This is an optimization exercise on Yosys and OpenROAD, whose aim is small area, a short achievable clock period and few clock cycles, not a production implementation. The RTL was checked by simulation tests, not by an equivalence proof against the original design.

==> design/flow/run.sh <==
#!/bin/bash
# synth_recipe.tcl (not shown) runs the flow's synth.tcl, then flattens the netlist and writes it again
# the make line also repeats each setting of config.mk as NAME=value (left out here)
make -C /OpenROAD-flow-scripts/flow DESIGN_CONFIG=/design/flow/config.mk WORK_HOME=/design/flow/orfs CLKGATE_MAP_FILE= SYNTH_SCRIPT=/design/flow/synth_recipe.tcl finish
==> design/flow/config.mk <==
export PLATFORM = sky130hd
export DESIGN_NAME = trialign_top
export DESIGN_NICKNAME = trialign_top
export VERILOG_FILES = /design/flow/design.v
export SDC_FILE = /design/flow/constraint.sdc
export NUM_CORES = 4
export LEC_CHECK = 0
export CAP_MARGIN = 40
export CORE_MARGIN = 2
export CORE_UTILIZATION = 30
export PLACE_DENSITY = 0.4
export SLEW_MARGIN = 40
==> design/flow/constraint.sdc <==
create_clock -name core_clock -period 24.0 [get_ports {CLK}]
set_input_delay 4.8000 -clock core_clock [delete_from_list [all_inputs] [get_ports {CLK}]]
set_output_delay 4.8000 -clock core_clock [all_outputs]
set_load 0.01 [all_outputs]
==> design/flow/design.v <==
package trialign_pkg;
  localparam int LEN_A_MAX  = 64;
  localparam int LEN_BC_MAX = 8;
  localparam int SYM_BITS     = 4;
  localparam int SCORE_BITS   = 12;
  localparam int A_ADDR_BITS  = 6;
  localparam int BC_ADDR_BITS = 3;
  localparam int LEN_A_BITS   = 7;
  localparam int LEN_BC_BITS  = 4;
  localparam int MATCH_SCORE    = 2;
  localparam int MISMATCH_SCORE = -1;
  localparam int GAP_SCORE      = -2;
  localparam int SCORE_FLOOR = -(2 ** (SCORE_BITS - 1));
  localparam int NUM_MOVES = 7;
  localparam int FSM_BITS = 2;
  localparam logic [FSM_BITS-1:0] ST_IDLE = 2'd0;
  localparam logic [FSM_BITS-1:0] ST_LOAD = 2'd1;
  localparam logic [FSM_BITS-1:0] ST_WALK = 2'd2;
endpackage
`timescale 1ns/1ns
import trialign_pkg::*;
module seq_fetch (
  input  logic                                 CLK,
  input  logic                                 rst,
  input  logic                                 start_i,
  input  logic [trialign_pkg::LEN_A_BITS-1:0]   len_a_i,
  input  logic [trialign_pkg::LEN_BC_BITS-1:0]  len_b_i,
  input  logic [trialign_pkg::LEN_BC_BITS-1:0]  len_c_i,
  input  logic [trialign_pkg::SYM_BITS-1:0]     a_sym_i,
  input  logic [trialign_pkg::SYM_BITS-1:0]     b_sym_i,
  input  logic [trialign_pkg::SYM_BITS-1:0]     c_sym_i,
  input  logic                                 cell_ready_i,
  output logic [trialign_pkg::A_ADDR_BITS-1:0]  a_addr_o,
  output logic [trialign_pkg::BC_ADDR_BITS-1:0] b_addr_o,
  output logic [trialign_pkg::BC_ADDR_BITS-1:0] c_addr_o,
  output logic                                 busy_o,
  output logic                                 cell_valid_o,
  output logic [trialign_pkg::SYM_BITS-1:0]     cell_sym_a_o,
  output logic [trialign_pkg::SYM_BITS-1:0]     cell_sym_b_o,
  output logic [trialign_pkg::SYM_BITS-1:0]     cell_sym_c_o,
  output logic [trialign_pkg::LEN_BC_BITS-1:0]  cell_j_o,
  output logic [trialign_pkg::LEN_BC_BITS-1:0]  cell_k_o,
  output logic                                 cell_first_plane_o,
  output logic                                 cell_last_o
);
  logic [FSM_BITS-1:0]    state;
  logic [LEN_A_BITS-1:0]  len_a_q;
  logic [LEN_BC_BITS-1:0] len_b_q;
  logic [LEN_BC_BITS-1:0] len_c_q;
  logic [LEN_BC_BITS-1:0] ld_cnt;
  logic [LEN_BC_BITS-1:0] max_bc;
  logic [LEN_A_BITS-1:0]  i_q;
  logic [LEN_BC_BITS-1:0] j_q;
  logic [LEN_BC_BITS-1:0] k_q;
  logic [SYM_BITS-1:0]    a_sym_q;
  logic [SYM_BITS-1:0]    b_regs [LEN_BC_MAX];
  logic [SYM_BITS-1:0]    c_regs [LEN_BC_MAX];
  logic                   tail_q;
  logic                   start_ok;
  logic                   xfer;
  logic                   plane_start;
  assign busy_o   = (state != ST_IDLE) || tail_q;
  assign start_ok = start_i && !busy_o;
  assign max_bc   = (len_b_q > len_c_q) ? len_b_q : len_c_q;
  assign cell_valid_o = (state == ST_WALK);
  assign xfer         = cell_valid_o && cell_ready_i;
  assign plane_start  = (j_q == '0) && (k_q == '0);
  assign b_addr_o = ld_cnt[BC_ADDR_BITS-1:0];
  assign c_addr_o = ld_cnt[BC_ADDR_BITS-1:0];
  assign a_addr_o = (i_q != '0) ? A_ADDR_BITS'(i_q - 1'b1) : '0;
  assign cell_sym_a_o       = plane_start ? a_sym_i : a_sym_q;
  assign cell_sym_b_o       = b_regs[BC_ADDR_BITS'(j_q - 1'b1)];
  assign cell_sym_c_o       = c_regs[BC_ADDR_BITS'(k_q - 1'b1)];
  assign cell_j_o           = j_q;
  assign cell_k_o           = k_q;
  assign cell_first_plane_o = (i_q == '0);
  assign cell_last_o        = (i_q == len_a_q) && (j_q == len_b_q) && (k_q == len_c_q);
  always_ff @(posedge CLK or posedge rst) begin
    if (rst) begin
      state  <= ST_IDLE;
      ld_cnt <= '0;
      i_q    <= '0;
      j_q    <= '0;
      k_q    <= '0;
      tail_q <= 1'b0;
    end else begin
      tail_q <= xfer && cell_last_o;
      case (state)
        ST_IDLE: begin
          if (start_ok) begin
            state  <= ST_LOAD;
            ld_cnt <= '0;
          end
        end
        ST_LOAD: begin
          if (ld_cnt == max_bc - 1'b1) begin
            state <= ST_WALK;
            i_q   <= '0;
            j_q   <= '0;
            k_q   <= '0;
          end else begin
            ld_cnt <= ld_cnt + 1'b1;
          end
        end
        ST_WALK: begin
          if (xfer) begin
            if (k_q != len_c_q) begin
              k_q <= k_q + 1'b1;
            end else begin
              k_q <= '0;
              if (j_q != len_b_q) begin
                j_q <= j_q + 1'b1;
              end else begin
                j_q <= '0;
                if (i_q != len_a_q) begin
                  i_q <= i_q + 1'b1;
                end else begin
                  state <= ST_IDLE;
                end
              end
            end
          end
        end
        default: state <= ST_IDLE;
      endcase
    end
  end
  always_ff @(posedge CLK) begin
    if (start_ok) begin
      len_a_q <= len_a_i;
      len_b_q <= len_b_i;
      len_c_q <= len_c_i;
    end
    if (state == ST_LOAD) begin
      b_regs[ld_cnt[BC_ADDR_BITS-1:0]] <= b_sym_i;
      c_regs[ld_cnt[BC_ADDR_BITS-1:0]] <= c_sym_i;
    end
    if (xfer && plane_start) begin
      a_sym_q <= a_sym_i;
    end
  end
endmodule
`timescale 1ns/1ns
import trialign_pkg::*;
module plane_store (
  input  logic                                       CLK,
  input  logic                                       rst,
  input  logic                                       wr_en_i,
  input  logic                                       wr_plane_i,
  input  logic [trialign_pkg::LEN_BC_BITS-1:0]        wr_j_i,
  input  logic [trialign_pkg::LEN_BC_BITS-1:0]        wr_k_i,
  input  logic signed [trialign_pkg::SCORE_BITS-1:0]  wr_score_i,
  input  logic                                       rd_plane_i,
  input  logic [trialign_pkg::LEN_BC_BITS-1:0]        rd_j_i,
  input  logic [trialign_pkg::LEN_BC_BITS-1:0]        rd_k_i,
  output logic signed [trialign_pkg::SCORE_BITS-1:0]  prev_jk_o,
  output logic signed [trialign_pkg::SCORE_BITS-1:0]  prev_j1k_o,
  output logic signed [trialign_pkg::SCORE_BITS-1:0]  prev_jk1_o,
  output logic signed [trialign_pkg::SCORE_BITS-1:0]  prev_j1k1_o,
  output logic signed [trialign_pkg::SCORE_BITS-1:0]  cur_j1k_o,
  output logic signed [trialign_pkg::SCORE_BITS-1:0]  cur_jk1_o,
  output logic signed [trialign_pkg::SCORE_BITS-1:0]  cur_j1k1_o
);
  logic signed [SCORE_BITS-1:0] mem [2][LEN_BC_MAX+1][LEN_BC_MAX+1];
  logic                         other;
  logic [LEN_BC_BITS-1:0]       jm;
  logic [LEN_BC_BITS-1:0]       km;
  function automatic logic [LEN_BC_BITS-1:0] wrap_dec(input logic [LEN_BC_BITS-1:0] v);
    wrap_dec = (v == '0) ? LEN_BC_BITS'(LEN_BC_MAX) : v - 1'b1;
  endfunction
  assign other = ~rd_plane_i;
  assign jm    = wrap_dec(rd_j_i);
  assign km    = wrap_dec(rd_k_i);
  assign prev_jk_o   = mem[other][rd_j_i][rd_k_i];
  assign prev_j1k_o  = mem[other][jm][rd_k_i];
  assign prev_jk1_o  = mem[other][rd_j_i][km];
  assign prev_j1k1_o = mem[other][jm][km];
  assign cur_j1k_o   = mem[rd_plane_i][jm][rd_k_i];
  assign cur_jk1_o   = mem[rd_plane_i][rd_j_i][km];
  assign cur_j1k1_o  = mem[rd_plane_i][jm][km];
  always_ff @(posedge CLK) begin
    if (wr_en_i) begin
      mem[wr_plane_i][wr_j_i][wr_k_i] <= wr_score_i;
    end
  end
endmodule
`timescale 1ns/1ns
import trialign_pkg::*;
module cell_score (
  input  logic                                       CLK,
  input  logic                                       rst,
  input  logic                                       cell_valid_i,
  input  logic [trialign_pkg::SYM_BITS-1:0]           cell_sym_a_i,
  input  logic [trialign_pkg::SYM_BITS-1:0]           cell_sym_b_i,
  input  logic [trialign_pkg::SYM_BITS-1:0]           cell_sym_c_i,
  input  logic [trialign_pkg::LEN_BC_BITS-1:0]        cell_j_i,
  input  logic [trialign_pkg::LEN_BC_BITS-1:0]        cell_k_i,
  input  logic                                       cell_first_plane_i,
  input  logic                                       cell_last_i,
  input  logic signed [trialign_pkg::SCORE_BITS-1:0]  prev_jk_i,
  input  logic signed [trialign_pkg::SCORE_BITS-1:0]  prev_j1k_i,
  input  logic signed [trialign_pkg::SCORE_BITS-1:0]  prev_jk1_i,
  input  logic signed [trialign_pkg::SCORE_BITS-1:0]  prev_j1k1_i,
  input  logic signed [trialign_pkg::SCORE_BITS-1:0]  cur_j1k_i,
  input  logic signed [trialign_pkg::SCORE_BITS-1:0]  cur_jk1_i,
  input  logic signed [trialign_pkg::SCORE_BITS-1:0]  cur_j1k1_i,
  input  logic                                       score_ready_i,
  output logic                                       cell_ready_o,
  output logic                                       wr_en_o,
  output logic                                       wr_plane_o,
  output logic [trialign_pkg::LEN_BC_BITS-1:0]        wr_j_o,
  output logic [trialign_pkg::LEN_BC_BITS-1:0]        wr_k_o,
  output logic signed [trialign_pkg::SCORE_BITS-1:0]  wr_score_o,
  output logic                                       rd_plane_o,
  output logic [trialign_pkg::LEN_BC_BITS-1:0]        rd_j_o,
  output logic [trialign_pkg::LEN_BC_BITS-1:0]        rd_k_o,
  output logic signed [trialign_pkg::SCORE_BITS-1:0]  score_o,
  output logic                                       score_valid_o
);
  logic                         plane_q;
  logic                         wr_last_q;
  logic                         xfer;
  logic                         has_i;
  logic                         has_j;
  logic                         has_k;
  logic                         fwd_jk1;
  logic signed [SCORE_BITS-1:0] jk1_val;
  logic signed [SCORE_BITS-1:0] gap2;
  logic signed [SCORE_BITS-1:0] p_ab;
  logic signed [SCORE_BITS-1:0] p_ac;
  logic signed [SCORE_BITS-1:0] p_bc;
  logic signed [SCORE_BITS-1:0] cand [NUM_MOVES];
  logic [NUM_MOVES-1:0]         cand_ok;
  logic signed [SCORE_BITS-1:0] best;
  function automatic logic signed [SCORE_BITS-1:0] pair_cost(input logic [SYM_BITS-1:0] x,
                                                             input logic [SYM_BITS-1:0] y);
    pair_cost = (x == y) ? SCORE_BITS'(MATCH_SCORE) : SCORE_BITS'(MISMATCH_SCORE);
  endfunction
  assign cell_ready_o = !score_valid_o;
  assign xfer         = cell_valid_i && cell_ready_o;
  assign has_i = !cell_first_plane_i;
  assign has_j = (cell_j_i != '0);
  assign has_k = (cell_k_i != '0);
  assign rd_plane_o = (has_j || has_k) ? plane_q : (has_i ? ~plane_q : 1'b0);
  assign rd_j_o     = cell_j_i;
  assign rd_k_o     = cell_k_i;
  assign fwd_jk1 = wr_en_o && (wr_plane_o == rd_plane_o) && (wr_j_o == cell_j_i) &&
                   (wr_k_o + 1'b1 == cell_k_i);
  assign jk1_val = fwd_jk1 ? wr_score_o : cur_jk1_i;
  assign gap2 = SCORE_BITS'(2 * GAP_SCORE);
  assign p_ab = pair_cost(cell_sym_a_i, cell_sym_b_i);
  assign p_ac = pair_cost(cell_sym_a_i, cell_sym_c_i);
  assign p_bc = pair_cost(cell_sym_b_i, cell_sym_c_i);
  assign cand[0] = prev_j1k1_i + p_ab + p_ac + p_bc;
  assign cand[1] = prev_j1k_i + p_ab + gap2;
  assign cand[2] = prev_jk1_i + p_ac + gap2;
  assign cand[3] = cur_j1k1_i + p_bc + gap2;
  assign cand[4] = prev_jk_i + gap2;
  assign cand[5] = cur_j1k_i + gap2;
  assign cand[6] = jk1_val + gap2;
  assign cand_ok = {has_k, has_j, has_i, has_j && has_k, has_i && has_k,
                    has_i && has_j, has_i && has_j && has_k};
  always_comb begin
    best = SCORE_BITS'(SCORE_FLOOR);
    for (int n = 0; n < NUM_MOVES; n++) begin
      if (cand_ok[n] && (cand[n] > best)) begin
        best = cand[n];
      end
    end
    if (cand_ok == '0) begin
      best = '0;
    end
  end
  always_ff @(posedge CLK or posedge rst) begin
    if (rst) begin
      plane_q       <= 1'b0;
      wr_en_o       <= 1'b0;
      score_valid_o <= 1'b0;
    end else begin
      wr_en_o <= xfer;
      if (xfer) begin
        plane_q <= rd_plane_o;
      end
      if (wr_en_o && wr_last_q) begin
        score_valid_o <= 1'b1;
      end else if (score_ready_i) begin
        score_valid_o <= 1'b0;
      end
    end
  end
  always_ff @(posedge CLK) begin
    if (xfer) begin
      wr_plane_o <= rd_plane_o;
      wr_j_o     <= cell_j_i;
      wr_k_o     <= cell_k_i;
      wr_score_o <= best;
      wr_last_q  <= cell_last_i;
    end
    if (wr_en_o && wr_last_q) begin
      score_o <= wr_score_o;
    end
  end
endmodule
`timescale 1ns/1ns
import trialign_pkg::*;
module trialign_top (
  input  logic                                       CLK,
  input  logic                                       rst,
  input  logic                                       start_i,
  input  logic [trialign_pkg::LEN_A_BITS-1:0]         len_a_i,
  input  logic [trialign_pkg::LEN_BC_BITS-1:0]        len_b_i,
  input  logic [trialign_pkg::LEN_BC_BITS-1:0]        len_c_i,
  input  logic [trialign_pkg::SYM_BITS-1:0]           a_sym_i,
  input  logic [trialign_pkg::SYM_BITS-1:0]           b_sym_i,
  input  logic [trialign_pkg::SYM_BITS-1:0]           c_sym_i,
  input  logic                                       score_ready_i,
  output logic [trialign_pkg::A_ADDR_BITS-1:0]        a_addr_o,
  output logic [trialign_pkg::BC_ADDR_BITS-1:0]       b_addr_o,
  output logic [trialign_pkg::BC_ADDR_BITS-1:0]       c_addr_o,
  output logic                                       busy_o,
  output logic signed [trialign_pkg::SCORE_BITS-1:0]  score_o,
  output logic                                       score_valid_o
);
  logic                   cell_valid;
  logic                   cell_ready;
  logic [SYM_BITS-1:0]    cell_sym_a;
  logic [SYM_BITS-1:0]    cell_sym_b;
  logic [SYM_BITS-1:0]    cell_sym_c;
  logic [LEN_BC_BITS-1:0] cell_j;
  logic [LEN_BC_BITS-1:0] cell_k;
  logic                   cell_first_plane;
  logic                   cell_last;
  logic                         wr_en;
  logic                         wr_plane;
  logic [LEN_BC_BITS-1:0]       wr_j;
  logic [LEN_BC_BITS-1:0]       wr_k;
  logic signed [SCORE_BITS-1:0] wr_score;
  logic                         rd_plane;
  logic [LEN_BC_BITS-1:0]       rd_j;
  logic [LEN_BC_BITS-1:0]       rd_k;
  logic signed [SCORE_BITS-1:0] prev_jk;
  logic signed [SCORE_BITS-1:0] prev_j1k;
  logic signed [SCORE_BITS-1:0] prev_jk1;
  logic signed [SCORE_BITS-1:0] prev_j1k1;
  logic signed [SCORE_BITS-1:0] cur_j1k;
  logic signed [SCORE_BITS-1:0] cur_jk1;
  logic signed [SCORE_BITS-1:0] cur_j1k1;
  seq_fetch u_fetch (
    .CLK                (CLK),
    .rst                (rst),
    .start_i            (start_i),
    .len_a_i            (len_a_i),
    .len_b_i            (len_b_i),
    .len_c_i            (len_c_i),
    .a_sym_i            (a_sym_i),
    .b_sym_i            (b_sym_i),
    .c_sym_i            (c_sym_i),
    .cell_ready_i       (cell_ready),
    .a_addr_o           (a_addr_o),
    .b_addr_o           (b_addr_o),
    .c_addr_o           (c_addr_o),
    .busy_o             (busy_o),
    .cell_valid_o       (cell_valid),
    .cell_sym_a_o       (cell_sym_a),
    .cell_sym_b_o       (cell_sym_b),
    .cell_sym_c_o       (cell_sym_c),
    .cell_j_o           (cell_j),
    .cell_k_o           (cell_k),
    .cell_first_plane_o (cell_first_plane),
    .cell_last_o        (cell_last)
  );
  plane_store u_store (
    .CLK         (CLK),
    .rst         (rst),
    .wr_en_i     (wr_en),
    .wr_plane_i  (wr_plane),
    .wr_j_i      (wr_j),
    .wr_k_i      (wr_k),
    .wr_score_i  (wr_score),
    .rd_plane_i  (rd_plane),
    .rd_j_i      (rd_j),
    .rd_k_i      (rd_k),
    .prev_jk_o   (prev_jk),
    .prev_j1k_o  (prev_j1k),
    .prev_jk1_o  (prev_jk1),
    .prev_j1k1_o (prev_j1k1),
    .cur_j1k_o   (cur_j1k),
    .cur_jk1_o   (cur_jk1),
    .cur_j1k1_o  (cur_j1k1)
  );
  cell_score u_score (
    .CLK                (CLK),
    .rst                (rst),
    .cell_valid_i       (cell_valid),
    .cell_sym_a_i       (cell_sym_a),
    .cell_sym_b_i       (cell_sym_b),
    .cell_sym_c_i       (cell_sym_c),
    .cell_j_i           (cell_j),
    .cell_k_i           (cell_k),
    .cell_first_plane_i (cell_first_plane),
    .cell_last_i        (cell_last),
    .prev_jk_i          (prev_jk),
    .prev_j1k_i         (prev_j1k),
    .prev_jk1_i         (prev_jk1),
    .prev_j1k1_i        (prev_j1k1),
    .cur_j1k_i          (cur_j1k),
    .cur_jk1_i          (cur_jk1),
    .cur_j1k1_i         (cur_j1k1),
    .score_ready_i      (score_ready_i),
    .cell_ready_o       (cell_ready),
    .wr_en_o            (wr_en),
    .wr_plane_o         (wr_plane),
    .wr_j_o             (wr_j),
    .wr_k_o             (wr_k),
    .wr_score_o         (wr_score),
    .rd_plane_o         (rd_plane),
    .rd_j_o             (rd_j),
    .rd_k_o             (rd_k),
    .score_o            (score_o),
    .score_valid_o      (score_valid_o)
  );
endmodule
==> results.yml <==
grt:
  antenna_found_initial: 101
  grt-ovfl-total: 0
  grt_max_degree: 165
  grt_pass1_vias: 127900
  track_usage_pct: 31.50
  grt_pass1_wl_um: 1294000
setup_path:
  cp_max_fo: 14
  crit_type: "in -> reg"
  cp_common_cell: "a21oi_1"
  cp_slowest_stage_delay_ns: 0.61
  cp-end-kind: "register"
  worst_path_max_delay_cell: "fa_1"
  crit_arrival_ns: 23.70
  cp-start-kind: "input port"
  r2r_slack_ns: 1.16
  ff2ff_path_depth: 107
  crit_required_ns: 24.86
logic_synthesis:
  syn_avg_cell_area_um2: 17.91
  yosys_warnings: 4
  synth_cell_types: 85
  synth_edf_count: 2061
  synth_ff_type: "edfxtp_1"
  netlist_area_um2: 181500
  ys_ff_latch: 2086
  async_flop_share_pct: 1.198
  synth_cells: 10140
  syn-num-nets: 10430
  seq_area_frac_synth_pct: 34.44
floorplan:
  start_util_pct: 30.12
  ios: 57
  fp.dieW_um: 781.9
  std_cell_rows: 285
  die_h_um: 781.9
  core_area_um2: 602600
  die_area_um2: 611300
detailed_routing:
  wirelength_um: 982700
  final_antenna_net_count: 0
  wl_per_cell_um: 53.13
  vias: 133100
  drtIter0Drc: 23210
  viasPerCell: 7.197
  dr.pass1.iters: 6
  drc: 0
place:
  gp_congestion: 0.9391
  dp.cells: 17860
  portBuffers: 56
  place_hpwl_um: 643500
sta:
  fmax_mhz: 43.78
  final_hold_viol_count: 0
  clock_skew_ns: 0.06629
  period_minus_slack_ns: 22.84
  holdWs_ns: 0.5249
  worst-slew-pin-transition_ns: 1.027
  setup_viol: 0
  min_period_over_period_pct: 95.18
  relSlewSlack_pct: 29.56
  report.final.slew_viol_count: 0
clocking:
  cts_buffer_depth: 4
  clk_latency_ns: 1.01
  clkSinkCount: 2086
  clkTransAtPathRegs_ns: 0.06
  numCtsBuffers: 296
  cts_tree: "built"
  cts-htree-levels: 5
  root_buffer: "clkbuf_16"
layout:
  synthToLayoutAreaGrowth_pct: 14.93
  fillerInstances: 56350
  drive_gt1_share_pct: 57.10
  instances_no_fill: 18500
  final_nets: 10440
worst_hold_path:
  whs_path_depth: 1
  hold_path_class: "reg -> reg"
flow_run:
  max_cap_violations: 0
run_status:
  status: "timing/DRC/antenna clean"
==> state kept, by name, indices dropped and copies added, names as in the netlist <==
signal	count
u_fetch.state	2
u_score.wr_j_o	4
u_score.wr_last_q	1
u_fetch.b_regs	32
u_fetch.len_b_q	4
u_score.wr_en_o	1
u_score.score_o	12
u_score.wr_plane_o	1
u_fetch.tail_q	1
u_score.wr_score_o	12
u_fetch.i_q	7
u_store.mem	1944
u_score.score_valid_o	1
u_fetch.j_q	4
u_score.plane_q	1
u_fetch.k_q	4
u_fetch.len_c_q	4
u_fetch.len_a_q	7
u_score.wr_k_o	4
u_fetch.ld_cnt	4
u_fetch.a_sym_q	4
u_fetch.c_regs	32
==> metal layers <==
layer | wire, µm | vias to the layer above | part of all wire [%] | track usage [%]
li1 | - | 46380 | - | -
met1 | 370400 | 73300 | 38 | 41.57
met2 | 416200 | 11460 | 42 | 44.34
met3 | 132100 | 1939 | 13 | 12.77
met4 | 63550 | 47 | 6.5 | 16.55
met5 | 487 | - | 0.050 | 0.2115
==> worst max-delay path: cells and delay by family <==
kind	cells	cell delay [ns]
multiplexers	5	1.29
buffers and inverters	10	1.64
AND/OR/NAND/NOR	30	5.25
adder cells (fa/ha/maj)	12	4.00
XOR/XNOR	1	0.17
AO/OA/AOI/OAI	36	6.52
==> path summary, 6_finish.rpt <==
check / to / from
max: u_score.wr_score_o[8] / a_sym_i[1]
min: u_fetch.state[1] / u_fetch.state[1]
max reg2reg: u_score.wr_score_o[8] / u_fetch.j_q[0]
min reg2reg: u_fetch.state[1] / u_fetch.state[1]
max in group asynchronous: u_fetch.k_q[1] / rst
min in group asynchronous: u_fetch.i_q[1] / rst
==> cells by family after synthesis <==
| logic type | synth area share [%] |
|---|---|
| mux | 55.05 |
| flops | 34.44 |
| buf+inv | 2.770 |
| simple gates | 2.617 |
| compound gates | 2.255 |
| fa+ha+maj | 1.906 |
| xor+xnor | 0.9622 |
==> stage by stage <==
stage	utilization [%]	setup slack [ns]	TNS [ns]	instance area, µm²
after global routing	34.60	-0.03154	-0.03154	208500
after global placement	32.58	-0.4713	-3.580	196300
after CTS	34.46	0.06019	0	207700
after floorplan	-	0.08906	0	181500
after detailed placement	32.81	-0.2670	-1.632	197700
final	34.62	1.157	0	208600
==> area by class of cell <==
type	count	area, µm²	area share [%]
inverter	193	724.4	0.3473
clock buffer	340	7656	3.670
clock inverter	193	2297	1.101
timing repair buffer	829	8622	4.133
antenna	76	190.2	0.09116
tap	8036	10050	4.820
multi-input combinational	6743	116600	55.87
sequential	2086	62520	29.97
==> placed cells by master (no fill, tap or decap), types with 30 or more instances in the layout <==
cell / Yosys / final
mux4_2: 4295 / 4295
edfxtp_1: 2061 / 2061
buf_4: 12 / 585
nand2_1: 383 / 374
clkbuf_16: 0 / 300
mux2i_1: 285 / 236
ha_1: 234 / 228
inv_1: 193 / 192
a21oi_1: 191 / 184
nor2_4: 0 / 130
nor2_1: 299 / 128
buf_12: 0 / 118
a211oi_1: 97 / 96
o21ai_0: 102 / 95
nor2b_1: 91 / 91
xnor2_1: 114 / 84
nand3_1: 84 / 80
diode_2: 0 / 76
xor2_1: 78 / 58
clkdlybuf4s50_1: 0 / 56
clkinv_1: 0 / 45
mux2i_2: 0 / 44
clkinv_2: 0 / 43
nor2_2: 0 / 41
a31oi_1: 55 / 41
clkbuf_1: 705 / 39
bufinv_16: 0 / 37
nand2b_1: 32 / 32
mux2_2: 30 / 30
==> synthesized netlist by cell type, types with 6 or more instances <==
library cell	n	share of area, %
a211oi_1	97	0.40
a21o_1	27	0.11
a21oi_1	191	0.53
a22oi_1	8	0.033
a311oi_1	25	0.12
a31oi_1	55	0.19
and2_1	30	0.10
and3_1	28	0.096
buf_1	335	0.69
buf_2	62	0.17
buf_4	12	0.050
clkbuf_1	705	1.5
dfrtp_1	25	0.34
edfxtp_1	2061	34
fa_1	26	0.29
ha_1	234	1.6
inv_1	193	0.40
mux2_2	30	0.19
mux2i_1	285	1.6
mux4_2	4295	53
nand2_1	383	0.79
nand2b_1	32	0.11
nand3_1	84	0.23
nand4_1	20	0.069
nor2_1	299	0.62
nor2b_1	91	0.31
nor3_1	21	0.058
nor4_1	11	0.038
o211ai_1	8	0.033
o21a_1	12	0.050
o21ai_0	102	0.28
o21ai_1	6	0.017
o21bai_1	24	0.099
o31a_1	8	0.039
o31ai_1	14	0.058
or2_2	8	0.028
or3_1	8	0.028
xnor2_1	114	0.55
xor2_1	78	0.38
==> repair_timing <==
item | CTS | global route
setup endpoints to repair | 0 | 12
hold buffers | 0 | 0
hold endpoints to repair | 0 | 0
gates resized for setup | 0 | 23
setup buffers | 0 | 12
Testbench counts, summed over its fixed seeds: cycles 194,595.

[separate check: timing with driven ports]
The flow's constraints put no driver on any port. The routed layout listed below was extracted and timed again, unchanged, in two steps.
Step 1 sets driving cells, clkbuf_16 on the clock port and buf_2 on the other inputs (assumed; they add their load-dependent delay and slew).
Step 2 also shifts input and output timing later by t, the mid clock arrival at the registers, as if the neighbouring blocks saw the same clock.
Three values: ideal, step 1, step 2; two values: the first two.
t (ns): 1.122
setup WS [ns]: 1.157 / 1.159 / 0.139
hold WS [ns]: 0.525 / 0.525 / 0.525
clock arrival spread, ns: 0.080 / 0.080
worst register clock-pin slew, ns: 0.07 / 0.07
After both steps this run still meets setup and hold. For this run, drivers alone change the setup slack by +0.002 ns; drivers and shift together by -1.018 ns.
